What follows belongs to an exercise in optimizing a design on an open flow for small area; a production flow would make more cautious choices.
RTL that was checked went through simulation tests only; none was proved equivalent to the original.

## branch nickel
==> module instr_queue, before the edit <==
module instr_queue #(
	parameter int NUM_PHYS_REGS    = 64,
	parameter int INSTR_QUEUE_SIZE = 16
) (
	input  logic                             clk,
	input  logic                             rst_n,
	input  logic                             push,
	input  rename_pkg::alu_op_e                          ent_alu_op,
	input  rename_pkg::mem_action_e                      ent_mem_action,
	input  logic [rename_pkg::IMM_WIDTH-1:0]             ent_immediate,
	input  logic [$clog2(NUM_PHYS_REGS)-1:0] ent_rs_phys,
	input  logic [$clog2(NUM_PHYS_REGS)-1:0] ent_rt_phys,
	input  logic [$clog2(NUM_PHYS_REGS)-1:0] ent_old_rd_phys,
	input  logic [$clog2(NUM_PHYS_REGS)-1:0] head_rd_tag,
	output logic                             full,
	output logic                             iq_valid,
	input  logic                             iq_ready,
	output rename_pkg::alu_op_e                          iq_alu_op,
	output rename_pkg::mem_action_e                      iq_mem_action,
	output logic [rename_pkg::IMM_WIDTH-1:0]             iq_immediate,
	output logic [$clog2(NUM_PHYS_REGS)-1:0] iq_rs_phys,
	output logic [$clog2(NUM_PHYS_REGS)-1:0] iq_rt_phys,
	output logic [$clog2(NUM_PHYS_REGS)-1:0] iq_rd_phys,
	output logic [$clog2(NUM_PHYS_REGS)-1:0] iq_old_rd_phys,
	output logic                             iq_has_rd,
	output logic                             release_en,
	output logic [$clog2(NUM_PHYS_REGS)-1:0] release_tag
);
	localparam int TAG_W = $clog2(NUM_PHYS_REGS);
	localparam int PTR_W = $clog2(INSTR_QUEUE_SIZE);
	rename_pkg::alu_op_e              q_alu_op      [INSTR_QUEUE_SIZE];
	rename_pkg::mem_action_e          q_mem_action  [INSTR_QUEUE_SIZE];
	logic [rename_pkg::IMM_WIDTH-1:0] q_immediate   [INSTR_QUEUE_SIZE];
	logic [TAG_W-1:0]     q_rs_phys     [INSTR_QUEUE_SIZE];
	logic [TAG_W-1:0]     q_rt_phys     [INSTR_QUEUE_SIZE];
	logic [TAG_W-1:0]     q_old_rd_phys [INSTR_QUEUE_SIZE];
	logic [PTR_W-1:0] head;
	logic [PTR_W-1:0] tail;
	logic             empty;
	logic             do_push;
	logic             do_pop;
	assign iq_valid = !empty;
	assign do_push  = push && !full;
	assign do_pop   = iq_valid && iq_ready;
	logic [INSTR_QUEUE_SIZE-1:0] head_sel;
	always_comb begin
		head_sel       = '0;
		head_sel[head] = 1'b1;
		iq_alu_op      = rename_pkg::alu_op_e'('0);
		iq_mem_action  = rename_pkg::mem_action_e'('0);
		iq_immediate   = '0;
		iq_rs_phys     = '0;
		iq_rt_phys     = '0;
		iq_old_rd_phys = '0;
		for (int i = 0; i < INSTR_QUEUE_SIZE; i++) begin
			iq_alu_op      = rename_pkg::alu_op_e'(iq_alu_op | ({4{head_sel[i]}} & q_alu_op[i]));
			iq_mem_action  = rename_pkg::mem_action_e'(iq_mem_action | ({2{head_sel[i]}} & q_mem_action[i]));
			iq_immediate   |= {rename_pkg::IMM_WIDTH{head_sel[i]}} & q_immediate[i];
			iq_rs_phys     |= {TAG_W{head_sel[i]}} & q_rs_phys[i];
			iq_rt_phys     |= {TAG_W{head_sel[i]}} & q_rt_phys[i];
			iq_old_rd_phys |= {TAG_W{head_sel[i]}} & q_old_rd_phys[i];
		end
	end
	assign iq_has_rd  = |iq_old_rd_phys;
	assign iq_rd_phys = iq_has_rd ? head_rd_tag : '0;
	assign release_en  = do_pop && iq_has_rd;
	assign release_tag = iq_old_rd_phys;
	always_ff @(posedge clk) begin
		if (do_push) begin
			q_alu_op[tail]      <= ent_alu_op;
			q_mem_action[tail]  <= ent_mem_action;
			q_immediate[tail]   <= ent_immediate;
			q_rs_phys[tail]     <= ent_rs_phys;
			q_rt_phys[tail]     <= ent_rt_phys;
			q_old_rd_phys[tail] <= ent_old_rd_phys;
		end
	end
	always_ff @(posedge clk or negedge rst_n) begin
		if (!rst_n) begin
			head  <= '0;
			tail  <= '0;
			empty <= 1'b1;
			full  <= 1'b0;
		end else begin
			if (do_push)
				tail <= tail + 1'b1;
			if (do_pop)
				head <= head + 1'b1;
			if (do_push && !do_pop) begin
				empty <= 1'b0;
				full  <= (tail + 1'b1 == head);
			end else if (do_pop && !do_push) begin
				full  <= 1'b0;
				empty <= (head + 1'b1 == tail);
			end
		end
	end
endmodule
clock: 4.5 ns
lec_check: 0
cap_margin: 20
core_margin: 2
core_utilization: 55
slew_margin: 20
run.sh (not shown) runs the stock make flow with config.mk's settings and CLKGATE_MAP_FILE= SYNTH_SCRIPT=/design/flow/synth_recipe.tcl, a recipe that flattens the netlist after the stock synthesis.
The flow for branch nickel finished, though final verification flagged setup timing.
Here is what was changed in the inputs of branch onyx compared with branch nickel.
--- a/flow/design.v
+++ b/flow/design.v
@@ -158,20 +158,19 @@
 	logic [rename_pkg::IMM_WIDTH-1:0] q_immediate   [INSTR_QUEUE_SIZE];
 	logic [TAG_W-1:0]     q_rs_phys     [INSTR_QUEUE_SIZE];
 	logic [TAG_W-1:0]     q_rt_phys     [INSTR_QUEUE_SIZE];
 	logic [TAG_W-1:0]     q_old_rd_phys [INSTR_QUEUE_SIZE];
-	logic [PTR_W-1:0] head;
-	logic [PTR_W-1:0] tail;
-	logic             empty;
-	logic             do_push;
-	logic             do_pop;
-	assign iq_valid = !empty;
+	localparam int CNT_W = $clog2(INSTR_QUEUE_SIZE + 1);
+	logic [INSTR_QUEUE_SIZE-1:0] head_sel;   
+	logic [PTR_W-1:0]            tail;
+	logic [CNT_W-1:0]            count;
+	logic                        do_push;
+	logic                        do_pop;
+	assign full     = (count == CNT_W'(INSTR_QUEUE_SIZE));
+	assign iq_valid = (count != '0);
 	assign do_push  = push && !full;
 	assign do_pop   = iq_valid && iq_ready;
-	logic [INSTR_QUEUE_SIZE-1:0] head_sel;
 	always_comb begin
-		head_sel       = '0;
-		head_sel[head] = 1'b1;
 		iq_alu_op      = rename_pkg::alu_op_e'('0);
 		iq_mem_action  = rename_pkg::mem_action_e'('0);
 		iq_immediate   = '0;
 		iq_rs_phys     = '0;
@@ -201,24 +200,18 @@
 		end
 	end
 	always_ff @(posedge clk or negedge rst_n) begin
 		if (!rst_n) begin
-			head  <= '0;
-			tail  <= '0;
-			empty <= 1'b1;
-			full  <= 1'b0;
+			head_sel <= INSTR_QUEUE_SIZE'(1);
+			tail     <= '0;
+			count    <= '0;
 		end else begin
 			if (do_push)
 				tail <= tail + 1'b1;
 			if (do_pop)
-				head <= head + 1'b1;
-			if (do_push && !do_pop) begin
-				empty <= 1'b0;
-				full  <= (tail + 1'b1 == head);
-			end else if (do_pop && !do_push) begin
-				full  <= 1'b0;
-				empty <= (head + 1'b1 == tail);
-			end
+				head_sel <= {head_sel[INSTR_QUEUE_SIZE-2:0], head_sel[INSTR_QUEUE_SIZE-1]};
+			if (do_push && !do_pop) count <= count + 1'b1;
+			if (do_pop && !do_push) count <= count - 1'b1;
 		end
 	end
 endmodule
 `timescale 1ns/1ps
Notes after the runs:
Going from branch nickel to branch onyx, smallest setup slack after layout went up 0.33 ns, combined global-route utilization of all metal layers down 2.2 points, area growth from synthesis to layout has decreased.
branch onyx vs branch nickel — sequential share of layout area rose 2.3 points.
branch onyx went all the way through synthesis, placement and routing and the layout is clean on timing, DRC and antenna.
The lower maximum fanout encountered on the critical timing path of branch nickel and branch onyx is in branch nickel.
Of branch nickel and branch onyx, the run reporting the lower total negative setup slack was branch nickel.
No functional check of the RTL was part of branch nickel.

-- afterwards: timing with drivers on the ports --
The flow's constraints put no driver on any port. The routed layouts listed below were extracted and timed again, unchanged, in two steps. Step 1 sets driving cells, clkbuf_16 on the clock port and buf_2 on the other inputs (assumed; they add their load-dependent delay and slew). Step 2, shift: input delay + t, output delay - t, t = (earliest + latest rising clock arrival at the registers) / 2. This alone moves slack from input paths to output paths. Slacks: ideal / step 1 / step 2; pairs: ideal / step 1.
run | t, ns | slack for setup (ns) | worst setup path after step 2 | clock arrival spread, ns | worst data-port slew with drivers (ns)
branch nickel | 0.834 | -0.264 / -0.342 / -0.455 | input to register | 0.051 / 0.051 | 0.06
branch onyx | 0.801 | 0.063 / -0.012 / -0.023 | input to register | 0.030 / 0.029 | 0.17
With both steps, setup timing fails in branch onyx, where it was met with ideal ports. For branch nickel, which loses most, drivers alone change the setup slack by -0.078 ns; drivers and shift together by -0.191 ns.
